This design comes from an exercise in tuning for small area, a short achievable clock period and few clock cycles per item on the open sky130 flow, not from production work.
The RTL was checked by simulation tests, not by an equivalence proof against the original design.
Power figures rest on the tool's default switching activity, not on a simulated workload.

Setup of raven:
==> flow/design.v (excerpt) <==
module fx_arith_top (
  input  logic             clk,
  input  logic             rst_n,
  input  logic             in_valid,
  output logic             in_ready,
  input  fx_pkg::fx_word_t num_a,     
  input  fx_pkg::fx_word_t num_b,     
  input  logic             op_mul,
  output logic             out_valid,
  input  logic             out_ready,
  output fx_pkg::fx_word_t result,
  output logic             overflow,
  output logic             precision_lost
);
For scale: ~82 flip-flops, about 57 I/O pins.
export LEC_CHECK = 0
export ABC_AREA = 0
export CAP_MARGIN = 20
export CORE_MARGIN = 2
export CORE_UTILIZATION = 40
export CTS_BUF_LIST = sky130_fd_sc_hd__clkbuf_4 sky130_fd_sc_hd__clkbuf_8
export SETUP_SLACK_MARGIN = 2.1
export SLEW_MARGIN = 20
create_clock -name core_clock -period 5.5 [get_ports {clk}]
standard.sh (not shown) runs the stock make flow with config.mk's settings and CLKGATE_MAP_FILE= SYNTH_SCRIPT=/design/flow/synth_recipe.tcl, a recipe that flattens the netlist after the stock synthesis.
==> flow/flow/run.sh <==
#!/bin/bash
# Own layout flow: the standard flow, with the design's one-gate modules
# (full and half adders, Booth select gates, multiplexers) given as the
# cells they stand for. Everything else, registers included, goes through
# the standard synthesis unchanged. Ports are buffered with plain buffers
# rather than delay cells, the resizer may change a cell's footprint, and
# after global placement each register output with a large fanout gets a
# buffer (flow/bufregs.tcl).
set -euo pipefail
work=$(pwd)
python3 flow/subst.py design.v flow/cells.v > design_cells.v 2> subst.log
bash standard.sh VERILOG_FILES="$work/design_cells.v" \
  BUFFER_PORTS_ARGS="-buffer_cell sky130_fd_sc_hd__buf_1" \
  MATCH_CELL_FOOTPRINT=0 \
  POST_GLOBAL_PLACE_TCL="$work/flow/bufregs.tcl" finish > standard.log 2>&1
==> flow/flow/cells.v <==
// Cell-level bodies for the design's one-gate modules. flow/run.sh puts
// these in place of the RTL bodies before synthesis, so that each module
// becomes exactly the cell named here; the function is the same.
module fx_fa (input a, input b, input c, output s, output co);
  sky130_fd_sc_hd__fa_1 u (.A(a), .B(b), .CIN(c), .SUM(s), .COUT(co));
endmodule

module fx_ha (input a, input b, output s, output co);
  sky130_fd_sc_hd__ha_1 u (.A(a), .B(b), .SUM(s), .COUT(co));
endmodule

module fx_hai (input a, input b, output s, output co);
  sky130_fd_sc_hd__xnor2_1 us (.A(a), .B(b), .Y(s));
  sky130_fd_sc_hd__or2_1 uc (.A(a), .B(b), .X(co));
endmodule

module fx_aoi22 (input a, input b, input c, input d, output y);
  sky130_fd_sc_hd__a22oi_1 u (.A1(a), .A2(b), .B1(c), .B2(d), .Y(y));
endmodule

module fx_xor2 (input a, input b, output y);
  sky130_fd_sc_hd__xor2_1 u (.A(a), .B(b), .X(y));
endmodule

module fx_xnor2 (input a, input b, output y);
  sky130_fd_sc_hd__xnor2_1 u (.A(a), .B(b), .Y(y));
endmodule

module fx_nand2 (input a, input b, output y);
  sky130_fd_sc_hd__nand2_1 u (.A(a), .B(b), .Y(y));
endmodule

module fx_mux2i (input a0, input a1, input s, output y);
  sky130_fd_sc_hd__mux2i_1 u (.A0(a0), .A1(a1), .S(s), .Y(y));
endmodule

module fx_o22ai (input a1, input a2, input b1, input b2, output y);
  sky130_fd_sc_hd__o22ai_1 u (.A1(a1), .A2(a2), .B1(b1), .B2(b2), .Y(y));
endmodule

module fx_nor2 (input a, input b, output y);
  sky130_fd_sc_hd__nor2_1 u (.A(a), .B(b), .Y(y));
endmodule

module fx_nand2b (input a_n, input b, output y);
  sky130_fd_sc_hd__nand2b_1 u (.A_N(a_n), .B(b), .Y(y));
endmodule
Other scripts of this flow, unchanged in this note and not shown: flow/flow/bufregs.tcl, flow/flow/subst.py
Testbench counts of raven, summed over its fixed seeds: cycles 12,016, items 12,000.
Relative to raven, the following input files were edited for lagoon:
- setting PLACE_DENSITY to 0.75 for the first time
- changing CORE_UTILIZATION from 40 to 60
- changing ABC_AREA from 0 to 1
==> flow/flow/cells.v <==
// Cell-level bodies for the design's one-gate modules. flow/run.sh puts
// these in place of the RTL bodies before synthesis, so that each module
// becomes exactly the cell named here; the function is the same.

module fx_fa (input a, input b, input c, output s, output co);
  sky130_fd_sc_hd__fa_1 u (.A(a), .B(b), .CIN(c), .SUM(s), .COUT(co));
endmodule

module fx_ha (input a, input b, output s, output co);
  sky130_fd_sc_hd__ha_1 u (.A(a), .B(b), .SUM(s), .COUT(co));
endmodule

module fx_hai (input a, input b, output s, output co);
  sky130_fd_sc_hd__xnor2_1 us (.A(a), .B(b), .Y(s));
  sky130_fd_sc_hd__or2_1 uc (.A(a), .B(b), .X(co));
endmodule

module fx_o22ai (input a1, input a2, input b1, input b2, output y);
  sky130_fd_sc_hd__o22ai_1 u (.A1(a1), .A2(a2), .B1(b1), .B2(b2), .Y(y));
endmodule

module fx_nor2 (input a, input b, output y);
  sky130_fd_sc_hd__nor2_1 u (.A(a), .B(b), .Y(y));
endmodule

module fx_xnor2 (input a, input b, output y);
  sky130_fd_sc_hd__xnor2_1 u (.A(a), .B(b), .Y(y));
endmodule

module fx_nand2b (input a_n, input b, output y);
  sky130_fd_sc_hd__nand2b_1 u (.A_N(a_n), .B(b), .Y(y));
endmodule

module fx_mux2i (input a0, input a1, input s, output y);
  sky130_fd_sc_hd__mux2i_1 u (.A0(a0), .A1(a1), .S(s), .Y(y));
endmodule
## What came out
Compared with raven, in lagoon cell count after synthesis increased 102, number of cells traversed by the worst hold path increased 1, buffer share of cell area decreased 0.69 points.
The worst vdd rail ir drop reported for lagoon is greater than that of raven by about 20%.
A type of the setup path with the least slack of reg2reg is what lagoon shows, while reg2out belongs to raven.
What juniper does differently from lagoon at the input level:
- swapping 2.1 for 2.5 in SETUP_SLACK_MARGIN
### Flow results
Looking at net total in the final layout, juniper sits above lagoon.
In the final reports, the cell area of juniper is larger than that of lagoon.
The relative contribution of combinational cells to total power of juniper exceeds that of lagoon by 4.3 points.
juniper vs lagoon: critical path depth down in juniper
Relative to lagoon, count of vias placed by the detailed router has increased by 11% in juniper.
The non-clock buffer count reported for juniper is greater than that of lagoon by 43.
Register-to-register slack on juniper is down relative to lagoon.
Diff lagoon -> juniper | iteration-0 DRC count of the detailed router | up by more than a quarter
Taking juniper over lagoon, the total wire length ratio works out to 1.3.
Relative to lagoon, setup slack of the critical path after layout has decreased by 100 ps in juniper.
For cedar, these inputs were changed with respect to juniper:
- SETUP_SLACK_MARGIN now 2.1, was 2.5
--- a/flow/flow/cells.v
+++ b/flow/flow/cells.v
@@ -2,5 +2,4 @@
 // these in place of the RTL bodies before synthesis, so that each module
 // becomes exactly the cell named here; the function is the same.
-
 module fx_fa (input a, input b, input c, output s, output co);
   sky130_fd_sc_hd__fa_1 u (.A(a), .B(b), .CIN(c), .SUM(s), .COUT(co));
@@ -16,4 +15,24 @@
 endmodule
 
+module fx_aoi22 (input a, input b, input c, input d, output y);
+  sky130_fd_sc_hd__a22oi_1 u (.A1(a), .A2(b), .B1(c), .B2(d), .Y(y));
+endmodule
+
+module fx_xor2 (input a, input b, output y);
+  sky130_fd_sc_hd__xor2_1 u (.A(a), .B(b), .X(y));
+endmodule
+
+module fx_xnor2 (input a, input b, output y);
+  sky130_fd_sc_hd__xnor2_1 u (.A(a), .B(b), .Y(y));
+endmodule
+
+module fx_nand2 (input a, input b, output y);
+  sky130_fd_sc_hd__nand2_1 u (.A(a), .B(b), .Y(y));
+endmodule
+
+module fx_mux2i (input a0, input a1, input s, output y);
+  sky130_fd_sc_hd__mux2i_1 u (.A0(a0), .A1(a1), .S(s), .Y(y));
+endmodule
+
 module fx_o22ai (input a1, input a2, input b1, input b2, output y);
   sky130_fd_sc_hd__o22ai_1 u (.A1(a1), .A2(a2), .B1(b1), .B2(b2), .Y(y));
@@ -24,13 +43,5 @@
 endmodule
 
-module fx_xnor2 (input a, input b, output y);
-  sky130_fd_sc_hd__xnor2_1 u (.A(a), .B(b), .Y(y));
-endmodule
-
 module fx_nand2b (input a_n, input b, output y);
   sky130_fd_sc_hd__nand2b_1 u (.A_N(a_n), .B(b), .Y(y));
 endmodule
-
-module fx_mux2i (input a0, input a1, input s, output y);
-  sky130_fd_sc_hd__mux2i_1 u (.A0(a0), .A1(a1), .S(s), .Y(y));
-endmodule
==> run notes <==
- cedar — total power consumption of the routed design 13% lower, juniper as reference
- Across both runs, worst hold slack was lower for cedar than for juniper.
- Diff juniper -> cedar | sequential share of layout area | increase of 2.8 points
- Across both runs, total of plain and repair buffers excluding clock buffers was lower for cedar than for juniper.
Changes in violet relative to cedar:
- changing PLACE_DENSITY from 0.75 to 0.7
- changing CORE_UTILIZATION from 60 to 50
==> comparison <==
- Compared with cedar, violet shows slew at the pin closest to its max-slew limit higher by 9.3 ps.
- Diff cedar -> violet: power +about 1.4%, number of cells on the critical path neither gained nor lost much.
- violet: all stages complete, timing, DRC and antenna checks passed
### violet -> maple
- a deleted PLACE_DENSITY that had been 0.7
- a change of SETUP_SLACK_MARGIN from 2.1 to 1.2
- a change of CORE_UTILIZATION from 50 to 40
[summary]
violet vs maple, endpoint of the most critical setup path: ovf_nc[0] vs sum_x[10]
Comparing violet and maple, the higher area added between synthesis and finish is on violet.
maple completed end to end with timing, DRC and antenna clean.
violet closes out successfully: all stages finished, all timing, DRC and antenna checks passed.
Flip-flop and latch count essentially unchanged between maple and violet.
Placed standard-cell area: violet and maple compared, higher one is maple
maple: normalized max-slew margin is 0.41 points higher than what violet reported.

re-timing with driven ports:
Ports are ideal in the flow. The routed layouts listed here were re-timed in OpenROAD.
Step 1 sets driving cells, clkbuf_16 on the clock port and buf_2 on the other inputs (assumed; they add their load-dependent delay and slew).
Step 2, shift: input delay + t, output delay - t, t = (earliest + latest rising clock arrival at the registers) / 2. This alone moves slack from input paths to output paths.
Slacks: ideal ports / drivers / drivers and shift; pairs: ideal ports / drivers.
| run | t (ns) | setup WS [ns] | slew at the worst register clock pin (ns) |
|---|---|---|---|
| raven | 0.421 | 1.726 / 1.685 / 1.894 | 0.09 / 0.09 |
| lagoon | 0.416 | 2.095 / 2.095 / 2.095 | 0.11 / 0.11 |
| juniper | 0.417 | 1.992 / 1.992 / 1.992 | 0.10 / 0.10 |
| cedar | 0.416 | 2.095 / 2.095 / 2.095 | 0.11 / 0.11 |
| violet | 0.428 | 2.015 / 2.015 / 2.015 | 0.10 / 0.10 |
| maple | 0.410 | 1.957 / 1.957 / 1.957 | 0.10 / 0.10 |
After both steps every run listed still meets setup and hold.
